This is an optimization exercise on Yosys and OpenROAD, whose aim is small area and a short achievable clock period, not a production implementation. Function was not checked in any run shown here: the RTL went through the layout flow alone. No activity file was given, so power comes from the tool's default toggle rates.

==> flow/design.v, too long to show whole: its modules and the start of the top module <==
// module fmul_unpack: 74 lines
// module fmul_mant_mult: 1924 lines
// module fmul_add: 314 lines
// module fmul_norm_plan: 23 lines
// module fmul_normalize: 22 lines
// module fmul_round_pack: 39 lines
// module fmul_pipe: 117 lines
module fmul_pipe (
   input  wire        clk,
   input  wire        rst_n,
   input  wire        in_valid,
   input  wire [31:0] a,
   input  wire [31:0] b,
   output wire        out_valid,
   output wire [31:0] y,
   output wire        ovf
);
  // ...
==> flow/run.sh <==
#!/bin/bash
# synth_recipe.tcl (not shown) runs the flow's synth.tcl, then flattens the netlist and writes it again
# the make line also repeats each setting of config.mk as NAME=value (left out here)
make -C /OpenROAD-flow-scripts/flow DESIGN_CONFIG=/design/flow/config.mk WORK_HOME=/design/flow/orfs CLKGATE_MAP_FILE= SYNTH_SCRIPT=/design/flow/synth_recipe.tcl finish
==> flow/config.mk <==
export PLATFORM = sky130hd
export DESIGN_NAME = fmul_pipe
export DESIGN_NICKNAME = fmul_pipe
export VERILOG_FILES = /design/flow/design.v
export SDC_FILE = /design/flow/constraint.sdc
export NUM_CORES = 4
export LEC_CHECK = 0
export ABC_AREA = 1
export CAP_MARGIN = 20
export CORE_MARGIN = 2
export CORE_UTILIZATION = 65
export SLEW_MARGIN = 20
==> flow/constraint.sdc <==
create_clock -name core_clock -period 7.5 [get_ports {clk}]
set_input_delay 1.5000 -clock core_clock [delete_from_list [all_inputs] [get_ports {clk}]]
set_output_delay 1.5000 -clock core_clock [all_outputs]
set_load 0.01 [all_outputs]
==> results.py, run 1 <==
metrics = {
    "run_status": {
        "result_of_the_run": "timing/DRC/antenna clean",
    },
    "worst_setup_path": {
        "end_kind": "output pin",
        "timing.critical_path.required_ps": 6000,
        "worst-r2r-setup-slack_ps": 2820,
        "data_arrival_time_of_the_critical_path_ps": 5140,
        "path_cells": "nand4_2 > nor2_2 > nand2_2 > nor3_4 > nand2_2 > nor2_2 > nand2_2 > inv_2 > nand4_2 > or2_1 > xor2_1 > inv_1 > ha_1 > inv_1 > or2_2 > o211ai_1 > o21ai_2 > nand2_1 > nand3_1 > inv_1 > clkdlybuf4s50_1",
        "reg2regPathDepth": 26,
        "critical-path-max-stage-delay_ps": 570,
    },
    "synth": {
        "yosysWarnings": 2,
        "synth_register_bits": 276,
        "synth_area_leaders": "sky130_fd_sc_hd__fa_1 23%, sky130_fd_sc_hd__dfxtp_1 22%, sky130_fd_sc_hd__xor2_1 11%",
        "share_of_cell_area_taken_by_muxes_after_synthesis_pct": 0.2814,
        "synth_top_family_by_area": "adder cells",
        "synth-async-reset-ratio_pct": 1.087,
    },
    "cts": {
        "hold_buffers": 0,
        "clock_tree_from_tritoncts": "done",
        "cts.sink_count": 276,
        "htree_num_levels": 1,
    },
    "place": {
        "placer_congestion": 1.002,
        "hpwl_um": 56830,
    },
    "cells_and_area": {
        "inverters_excl_clock": 635,
        "filler_instances": 3167,
        "finish.instance_area_um2": 27320,
        "layout_commonest_cell": "sky130_fd_sc_hd__inv_1",
        "largest-register": "s2_r0",
        "largest_reg_flops": 48,
    },
    "sta": {
        "aggregate_negative_setup_slack_ps": 0,
        "slew-limit-headroom_pct": 24.70,
    },
    "global_route": {
        "grt_antenna_before_repair": 0,
        "use_met1_pct": 46.60,
        "grt-ovfl-total": 0,
    },
    "drt": {
        "via_per_inst": 5.914,
        "top_layer_used": "met4",
    },
    "pwr": {
        "leakage_nw": 13.40,
        "cell_internal_pwr_mw": 6.147,
    },
    "worst_hold_path": {
        "tightest_hold_check_type": "register to register",
    },
    "floorplanning": {
        "fp.dieH_um": 201.5,
        "ios": 101,
    },
}
==> run 2, diff against run 1 <==
--- a/flow/config.mk
+++ b/flow/config.mk
@@ -9,4 +9,4 @@
 export CAP_MARGIN = 20
 export CORE_MARGIN = 2
-export CORE_UTILIZATION = 65
+export CORE_UTILIZATION = 40
 export SLEW_MARGIN = 20
==> run 2 against run 1 <==
  * Worst setup slack improved by 170 ps
  * Count of clock-buffer cells in the layout increased by 1
  * Design area increased by 2.0%
  * Synthesized cell count unchanged
  * Hold slack got worse by 8.1 ps
  * Sequential share of layout area decreased by 0.41 points
  * Wire length increased by 0.93%
  * Highest routed layer is now met5
==> results.py, run 2 <==
metrics = {
    "synth": {
        "seq_area_frac_synth_pct": 21.86,
        "synth_most_common_cell": "sky130_fd_sc_hd__inv_1",
        "netlist-cell-type-count": 57,
        "syn_area_um2": 25350,
        "top_post_synthesis_cells_by_count": "588 x sky130_fd_sc_hd__inv_1, 406 x sky130_fd_sc_hd__nand2_1, 322 x sky130_fd_sc_hd__xor2_1",
        "postSynthNetCount": 3583,
        "yosysWarnings": 2,
        "synth-async-reset-ratio_pct": 1.087,
        "synth_top_cell_by_area": "sky130_fd_sc_hd__fa_1",
        "synth_top_flop_cell": "sky130_fd_sc_hd__dfxtp_1",
        "synth_register_bits": 276,
        "synth_area_leaders": "sky130_fd_sc_hd__fa_1 23%, sky130_fd_sc_hd__dfxtp_1 22%, sky130_fd_sc_hd__xor2_1 11%",
        "synth_top_area_share_pct": 22.59,
        "syn_avg_cell_area_um2": 8.072,
        "post_synth_inst_count": 3140,
        "number_of_flops_mapped_to_enable_cells_by_yosys": 0,
    },
    "run_status": {
        "result_of_the_run": "timing/DRC/antenna clean",
    },
    "flow_run": {
        "cap_viol_max_count": 0,
    },
    "cells_and_area": {
        "area_growth_from_synthesis_to_layout_pct": 9.992,
        "antenna_cells": 0,
        "postLayoutCoreUtil_pct": 44.36,
        "largest_reg_flops": 48,
        "layout.nets": 3563,
        "largest-register": "s2_r0",
        "finish.instance_area_um2": 27880,
        "reg_top3": "s2_r0 x48, s2_r1 x47, s3_mant x25",
        "drive_above_1_share_pct": 5.409,
        "layout_commonest_cell": "sky130_fd_sc_hd__inv_1",
        "commonest_non_fill_non_tap_cells_in_the_layout": "588 x sky130_fd_sc_hd__inv_1, 406 x sky130_fd_sc_hd__nand2_1, 322 x sky130_fd_sc_hd__xor2_1",
        "number_of_cells_in_the_finished_layout_apart_from_fillers": 3989,
    },
    "pwr": {
        "leakage_nw": 13.51,
        "swShare_pct": 49.17,
        "switchingPower_mw": 6.012,
        "pwr-share-clk_pct": 12.7,
        "pwr_density_cell_nw_per_um2": 438.6,
        "power.share.combinational_pct": 67.9,
        "cell_internal_pwr_mw": 6.215,
        "power.share.sequential_pct": 19.3,
        "vdd_ir_drop_max_v": 0.0001948,
    },
    "drt": {
        "via_per_inst": 5.161,
        "postRouteWirelength_um": 73360,
        "avgRoutedWirePerCell_um": 18.39,
        "route.detailed.drc": 0,
        "initialDrtViolationCount": 1888,
        "detail-route-antenna-nets": 0,
        "dr_total_vias": 20590,
        "drt_pass1_iterations": 5,
    },
    "floorplanning": {
        "core-area_um2": 62850,
        "design.die.area_um2": 65390,
        "fp.dieH_um": 255.7,
        "start_util_pct": 40.33,
        "num_rows": 92,
        "floorplan.die.width_um": 255.7,
        "ios": 101,
    },
    "cts": {
        "hold_buffers": 0,
        "cts-root-buf": "sky130_fd_sc_hd__clkbuf_16",
        "post_cts_setup_repair_bufs": 0,
        "clock_tree_from_tritoncts": "done",
        "clk-insertion-delay-late_ps": 610,
        "cts-buffers-inserted": 31,
        "cts_repair_resize_count": 0,
        "htree_num_levels": 1,
        "max-clock-path-buffers": 3,
        "cts.sink_count": 276,
        "path_clk_slew_ps": 60,
    },
    "sta": {
        "fmax_ghz": 0.1543,
        "slew_violations": 0,
        "worst-slew-pin-transition_ps": 1107,
        "aggregate_negative_setup_slack_ps": 0,
        "final.period_utilization_pct": 86.39,
        "fin_skew_ps": 21.39,
        "fin_crit_ps": 6479,
        "finalSetupViolCount": 0,
        "slew-limit-headroom_pct": 26.13,
        "timing_hold_violations_final": 0,
        "grt_setup_unrepaired": "false",
    },
    "place": {
        "place.detailed.instances": 3933,
        "placer_congestion": 0.9340,
        "port-buffer-count": 100,
        "hpwl_um": 56950,
        "placed_area_um2": 26810,
    },
    "global_route": {
        "grt_start_max_net_pins": 33,
        "overall_global_routing_resource_usage_pct": 22.28,
        "number_of_global_route_vias_before_repair": 20590,
        "grt_pass1_wl_um": 116000,
        "grt_antenna_before_repair": 0,
        "grt-ovfl-total": 0,
    },
    "worst_setup_path": {
        "data_arrival_time_of_the_critical_path_ps": 4980,
        "end_kind": "output pin",
        "criticalPathCategory": "register to output pin",
        "timing.critical_path.required_ps": 6000,
        "worst-path-max-fanout": 24,
        "worstSetupStartpointType": "register",
    },
    "worst_hold_path": {
        "tightest_hold_check_type": "register to register",
    },
}
run 2: cell counts after synthesis:
No cell type changed its count.
run 2: metal layers:
layer	GRT usage, %	wire, µm
met1	30.35	31900
met4	7.083	2144
met3	3.971	6292
met2	35.84	32940
met5	0.8041	76
run 2: power groups by stage:
stage,Sequential [mW],Combinational (mW),Clock [mW]
floorplan,2.22,5.87,0
global placement,2.39,8.19,0
detailed placement,2.39,8.31,0
CTS,2.36,8.34,1.60
global route,2.42,9.52,1.66
finish,2.36,8.31,1.56
run 2: logic make-up after synthesis:
| kind of cell | Yosys count | share of synthesized area, % |
|---|---|---|
| AND/OR/NAND/NOR | 825 | 14.37 |
| buffers and inverters | 806 | 12.27 |
| AO/OA/AOI/OAI | 513 | 12.55 |
| adder cells (fa/ha/maj) | 376 | 27.03 |
| XOR/XNOR | 337 | 11.65 |
| flip-flops | 276 | 21.86 |
| multiplexers | 7 | 0.2814 |
run 2: final cells by class:
class / count / area (µm²)
clock buffer: 38 / 862.1
timing repair buffer: 118 / 1136
tap: 846 / 1059
sequential: 276 / 5540
inverter: 635 / 2384
clock inverter: 18 / 201.4
multi-input combinational: 2058 / 16700
fill: 6401 / 34970
run 2: per-stage QoR:
stage	worst slack (ps)	total power, mW	hold slack (ps)
2_1_floorplan	2711	8.091	309.6
3_3_place_gp	1616	10.57	310.3
3_5_place_dp	1556	10.71	312.1
4_1_cts	898.5	12.30	318.3
5_1_grt	475.5	13.59	326.5
6_report	1021	12.23	318.2
run 2: final timing paths:
| path | slack, ps | to | depth (start not counted) | startpoint |
|---|---|---|---|---|
| max | 1020 | y[2] | 21 | s3_mant[0] |
| min | 320 | s3_ge[0] | 0 | s2_ge[0] |
| max reg2reg | 2860 | s3_mant[16] | 26 | s2_r0[0] |
| min reg2reg | 320 | s3_ge[0] | 0 | s2_ge[0] |
| max in group asynchronous | 6280 | s2_valid | 1 | rst_n |
| min in group asynchronous | 1080 | s1_valid | 1 | rst_n |
run 2: critical path: stages, from the launching register on:
cell                              delay [ps]
sky130_fd_sc_hd__dfxtp_1                 430
sky130_fd_sc_hd__nand4_2                 140
sky130_fd_sc_hd__nor2_2                  170
sky130_fd_sc_hd__nand2_2                 100
sky130_fd_sc_hd__nor3_4                  150
sky130_fd_sc_hd__nand2_2                 120
sky130_fd_sc_hd__nor2_2                  120
sky130_fd_sc_hd__nand2_2                 110
sky130_fd_sc_hd__inv_2                    80
sky130_fd_sc_hd__nand4_2                  90
sky130_fd_sc_hd__or2_1                   260
sky130_fd_sc_hd__xor2_1                  140
sky130_fd_sc_hd__inv_1                    50
sky130_fd_sc_hd__ha_1                    420
sky130_fd_sc_hd__inv_1                   130
sky130_fd_sc_hd__or2_2                   290
sky130_fd_sc_hd__o211ai_1                110
sky130_fd_sc_hd__o21ai_2                  90
sky130_fd_sc_hd__nand2_1                 600
sky130_fd_sc_hd__nand3_1                 150
sky130_fd_sc_hd__inv_1                    90
sky130_fd_sc_hd__clkdlybuf4s50_1         530

-- what the ideal ports hide --
The flow's constraints put no driver on any port. The routed layouts listed below were extracted and timed again, unchanged, in two steps. Step 1: set_driving_cell puts a clkbuf_16 on clk and a buf_2 on each other input, an assumption about the parent block. Step 2 moves the port delays by t, midway between the first and last clock arrival at a register: inputs arrive t later, outputs are due t later. That takes back most of the time a late clock gives input paths. Slacks: no drivers / after step 1 / after step 2; pairs: no drivers / after step 1.
run	shift t [ns]	setup WS [ns]	hold slack, ns	worst setup path after step 2
run 1	0.629	0.855 / 0.799 / 1.428	0.326 / 0.326 / 0.326	register to output
run 2	0.651	1.021 / 0.965 / 1.616	0.318 / 0.318 / 0.318	register to output
After both steps every run listed still meets setup and hold.
